This is an optimization exercise on Yosys and OpenROAD, whose aim is small area, a short achievable clock period and few clock cycles, not a production implementation.
Power is estimated from default activity; no workload was simulated.

==> module ppcrp_classify, before the edit <==
module ppcrp_classify (
	input  ppcrp_pkg::slot_t slot,
	input  logic [15:0]      small_base,
	output ppcrp_pkg::cmd_t  cmd
);
	logic        far;
	logic        far_rel;
	logic        far_abs;
	logic [31:0] d;
	logic [31:0] adj;
	logic [31:0] nb;
	logic [31:0] x;
	logic [31:0] o;
	logic [31:0] n;
	logic [32:0] dc;
	logic [15:0] hw;
	logic [15:0] sda;
	logic [15:0] ha;
	logic [31:0] mask;
	logic [31:0] oldw;
	logic [31:0] keep;
	logic [31:0] near_data;
	logic [31:0] other_data;
	logic        c15;
	logic        c25;
	logic        z14;
	logic        o14;
	logic        z24;
	logic        o24;
	logic        in14;
	logic        in24;
	always_comb begin
		nb   = ~slot.p;
		dc   = ppcrp_pkg::sk_carry(slot.sa, nb, 1'b1);
		d    = slot.sa ^ nb ^ dc[31:0];
		x    = slot.sa ^ nb;
		o    = slot.sa | nb;
		n    = slot.sa & nb;
		c15  = dc[15];
		c25  = dc[25];
		z14  = &(x[31:16] ~^ o[30:15]);
		o14  = &(x[31:16] ^ n[30:15]);
		z24  = &(x[31:26] ~^ o[30:25]);
		o24  = &(x[31:26] ^ n[30:25]);
		in14 = (x[15] ^ c15) ? o14 : z14;
		in24 = (x[25] ^ c25) ? o24 : z24;
		far_rel = slot.is14 ? !in14 : !in24;
		far_abs = slot.is14 ? (|slot.sa[31:16]) : (|slot.sa[31:26]);
		far     = slot.rel ? far_rel : far_abs;
		adj     = ppcrp_pkg::sk_add({6'd0, slot.add}, slot.rel ? nb : 32'd0, slot.rel);
		sda  = slot.sa[15:0] - small_base;
		ha   = slot.sa[31:16] + {15'd0, slot.sa[15]};
		mask = slot.is14 ? ppcrp_pkg::MASK14 : ppcrp_pkg::MASK24;
		oldw = {slot.old[17:2], 14'd0, slot.old[1:0]};
		keep = oldw & ~mask;
		case (slot.hsel)
			2'd0:    hw = slot.sa[15:0];
			2'd1:    hw = slot.sa[31:16];
			2'd2:    hw = ha;
			default: hw = sda;
		endcase
		near_data = keep | ((slot.rel ? d : slot.sa) & mask);
		if (slot.a32) begin
			other_data = slot.sa;
		end else if (slot.r32) begin
			other_data = d;
		end else if (slot.half) begin
			other_data = {16'd0, hw};
		end else begin
			other_data = near_data;
		end
		cmd.far    = 1'b0;
		cmd.rel    = slot.rel;
		cmd.is14   = slot.is14;
		cmd.add    = adj[25:0];
		cmd.status = ppcrp_pkg::ST_OK;
		cmd.size   = ppcrp_pkg::SZ_NONE;
		cmd.addr   = slot.p;
		cmd.target = slot.sa;
		cmd.data   = other_data;
		if (!(slot.a32 || slot.r32 || slot.half || slot.br || slot.none)) begin
			cmd.status = ppcrp_pkg::ST_UNSUP;
		end else if (slot.sizing) begin
			if (slot.br) begin
				cmd.status = slot.base0 ? ppcrp_pkg::ST_CACHE
				           : far ? ppcrp_pkg::ST_ADD : ppcrp_pkg::ST_OK;
			end
		end else if (slot.a32 || slot.r32 || (slot.br && !far)) begin
			cmd.size = ppcrp_pkg::SZ_WORD;
		end else if (slot.half) begin
			cmd.size = ppcrp_pkg::SZ_HALF;
		end else if (slot.br) begin
			cmd.far  = 1'b1;
			cmd.size = ppcrp_pkg::SZ_WORD;
		end
	end
endmodule
==> module ppcrp_queue, before the edit <==
module ppcrp_queue (
	input  logic            clk,
	input  logic            arst_n,
	input  logic            push,
	output logic            full,
	input  ppcrp_pkg::cmd_t wdata,
	input  logic [31:0]     tnext,
	input  logic            room,
	input  logic            pop,
	output logic            empty,
	output ppcrp_pkg::cmd_t head,
	output logic [3:0]      vword,
	output logic            vany,
	output logic            noroom,
	output logic            normal,
	output logic            wr,
	output logic            ven_pop
);
	logic            valid_q;
	logic [3:0]      v_q;       
	logic            vany_q;    
	logic            nor_q;     
	logic            norm_q;    
	logic            wr_q;      
	ppcrp_pkg::cmd_t cmd_q;
	logic            last_pop;
	logic            accept;
	logic            ven_load;
	logic            fix_q;
	logic [31:0]     mask;
	logic [31:0]     f;
	logic [31:0]     fixed;
	assign empty    = !valid_q;
	assign last_pop = valid_q && !vany_q && pop;
	assign ven_pop  = valid_q && vany_q && pop;
	assign full     = valid_q && !last_pop;
	assign accept   = push && !full;
	assign head     = cmd_q;
	assign vword    = v_q;
	assign vany     = vany_q;
	assign noroom   = nor_q;
	assign normal   = norm_q;
	assign wr       = wr_q;
	assign ven_load = wdata.far && room;
	always_comb begin
		mask  = cmd_q.is14 ? ppcrp_pkg::MASK14 : ppcrp_pkg::MASK24;
		f     = ppcrp_pkg::sk_add(tnext, {6'd0, cmd_q.add}, 1'b0);
		fixed = (cmd_q.data & ~mask) | (f & mask);
	end
	always_ff @(posedge clk or negedge arst_n) begin
		if (!arst_n) begin
			valid_q <= 1'b0;
			v_q     <= 4'd0;
			vany_q  <= 1'b0;
			nor_q   <= 1'b0;
			norm_q  <= 1'b0;
			wr_q    <= 1'b0;
			fix_q   <= 1'b0;
		end else begin
			fix_q <= accept && ven_load;
			if (accept) begin
				valid_q <= 1'b1;
				v_q     <= {3'd0, ven_load};
				vany_q  <= ven_load;
				nor_q   <= wdata.far && !room;
				norm_q  <= !wdata.far;
				wr_q    <= !wdata.far && (wdata.size != ppcrp_pkg::SZ_NONE);
			end else if (last_pop) begin
				valid_q <= 1'b0;
			end else if (ven_pop) begin
				v_q    <= {v_q[2:0], 1'b0};
				if (v_q[3]) begin
					vany_q <= 1'b0;
					norm_q <= 1'b1;
					wr_q   <= 1'b1;
				end
			end
		end
	end
	always_ff @(posedge clk) begin
		if (accept) begin
			cmd_q <= wdata;
		end
		if (accept || fix_q) begin
			cmd_q.data <= fix_q ? fixed : wdata.data;
		end
	end
endmodule
export LEC_CHECK = 0
export ABC_AREA = 1
export CAP_MARGIN = 20
export CORE_MARGIN = 2
export CORE_UTILIZATION = 40
export SETUP_SLACK_MARGIN = 2.8
export SLEW_MARGIN = 20
create_clock -name core_clock -period 6.0 [get_ports {clk}]
standard.sh (not shown) runs the stock make flow with config.mk's settings and CLKGATE_MAP_FILE= SYNTH_SCRIPT=/design/flow/synth_recipe.tcl, a recipe that flattens the netlist after the stock synthesis.
==> flow/flow/run.sh <==
#!/bin/bash
# Standard layout with smaller port buffers. Each ORFS step keeps its own
# log under orfs/logs; make's output goes to flow.log.
set -o pipefail
bash standard.sh \
	BUFFER_PORTS_ARGS="-buffer_cell sky130_fd_sc_hd__buf_2" \
	finish > flow.log 2>&1
Next try:
--- a/flow/design.v
+++ b/flow/design.v
@@ -89,18 +89,14 @@
 		logic [31:0] g;
 		logic [31:0] p;
-		logic [31:0] g2;
-		logic [31:0] p2;
 		g    = a & b;
 		p    = a ^ b;
 		g[0] = g[0] | (p[0] & cin);
 		for (int l = 0; l < 5; l++) begin
-			g2 = g;
-			p2 = p;
-			for (int i = (1 << l); i < 32; i++) begin
-				g2[i] = g[i] | (p[i] & g[i - (1 << l)]);
-				p2[i] = p[i] & p[i - (1 << l)];
+			for (int i = 0; i < 32; i++) begin
+				if (((i >> l) & 1) == 1) begin
+					g[i] = g[i] | (p[i] & g[((i >> l) << l) - 1]);
+					p[i] = p[i] & p[((i >> l) << l) - 1];
+				end
 			end
-			g = g2;
-			p = p2;
 		end
 		sk_carry = {g, cin};
@@ -177,5 +173,4 @@
 	logic        far_abs;
 	logic [31:0] d;
-	logic [31:0] adj;
 	logic [31:0] nb;
 	logic [31:0] x;
@@ -217,5 +212,4 @@
 		far_abs = slot.is14 ? (|slot.sa[31:16]) : (|slot.sa[31:26]);
 		far     = slot.rel ? far_rel : far_abs;
-		adj     = ppcrp_pkg::sk_add({6'd0, slot.add}, slot.rel ? nb : 32'd0, slot.rel);
 		sda  = slot.sa[15:0] - small_base;
 		ha   = slot.sa[31:16] + {15'd0, slot.sa[15]};
@@ -242,5 +236,5 @@
 		cmd.rel    = slot.rel;
 		cmd.is14   = slot.is14;
-		cmd.add    = adj[25:0];
+		cmd.add    = slot.add;
 		cmd.status = ppcrp_pkg::ST_OK;
 		cmd.size   = ppcrp_pkg::SZ_NONE;
@@ -295,4 +289,5 @@
 	logic            fix_q;
 	logic [31:0]     mask;
+	logic [63:0]     f1;
 	logic [31:0]     f;
 	logic [31:0]     fixed;
@@ -311,5 +306,7 @@
 	always_comb begin
 		mask  = cmd_q.is14 ? ppcrp_pkg::MASK14 : ppcrp_pkg::MASK24;
-		f     = ppcrp_pkg::sk_add(tnext, {6'd0, cmd_q.add}, 1'b0);
+		f1    = ppcrp_pkg::csa(tnext, {6'd0, cmd_q.add},
+		                       cmd_q.rel ? ~cmd_q.addr : 32'd0, cmd_q.rel);
+		f     = ppcrp_pkg::sk_add(f1[63:32], f1[31:0], 1'b0);
 		fixed = (cmd_q.data & ~mask) | (f & mask);
 	end
After rerunning: The new run completed without violations. Cell area decreases by 6.3%. Synthesized area is lower by 6.7%. Count of clock-buffer cells in the layout went down by 7. Fmax went down by 0.41%. First-iteration DRC count falls by 6.0%. Power rises by 38%. Utilization is higher by 0.17 points. Hold slack got worse by 0.072 ns. Via count is lower by 10%. Final cell count decreases by 12%. Global-route usage climbs by 0.10 points. Combinational power is higher by 130%.
Function was not checked in any run of this note: the RTL went through the layout flow alone.

## separate check: timing with driven ports
The flow's constraints put no driver on any port. The routed layouts listed below were extracted and timed again, unchanged, in two steps. Step 1 sets driving cells, clkbuf_16 on the clock port and buf_2 on the other inputs (assumed; they add their load-dependent delay and slew). Step 2, shift: input delay + t, output delay - t, t = (earliest + latest rising clock arrival at the registers) / 2. This alone moves slack from input paths to output paths. Three values: no drivers, after step 1, after step 2; two values: the first two.
run | shift t [ns] | setup WS [ns] | hold slack, ns | worst register clock-pin slew, ns | worst slew at a driven data input, ns
the first run | 0.641 | 2.747 / 2.747 / 2.413 | 0.485 / 0.485 / 0.485 | 0.06 / 0.06 | 0.06
the second run | 0.621 | 2.734 / 2.734 / 2.290 | 0.413 / 0.413 / 0.413 | 0.07 / 0.07 | 0.04
After both steps setup and hold are still met in every run listed. The setup slack of the second run, which loses most, moves by 0.000 ns with the drivers and by -0.444 ns with both steps.
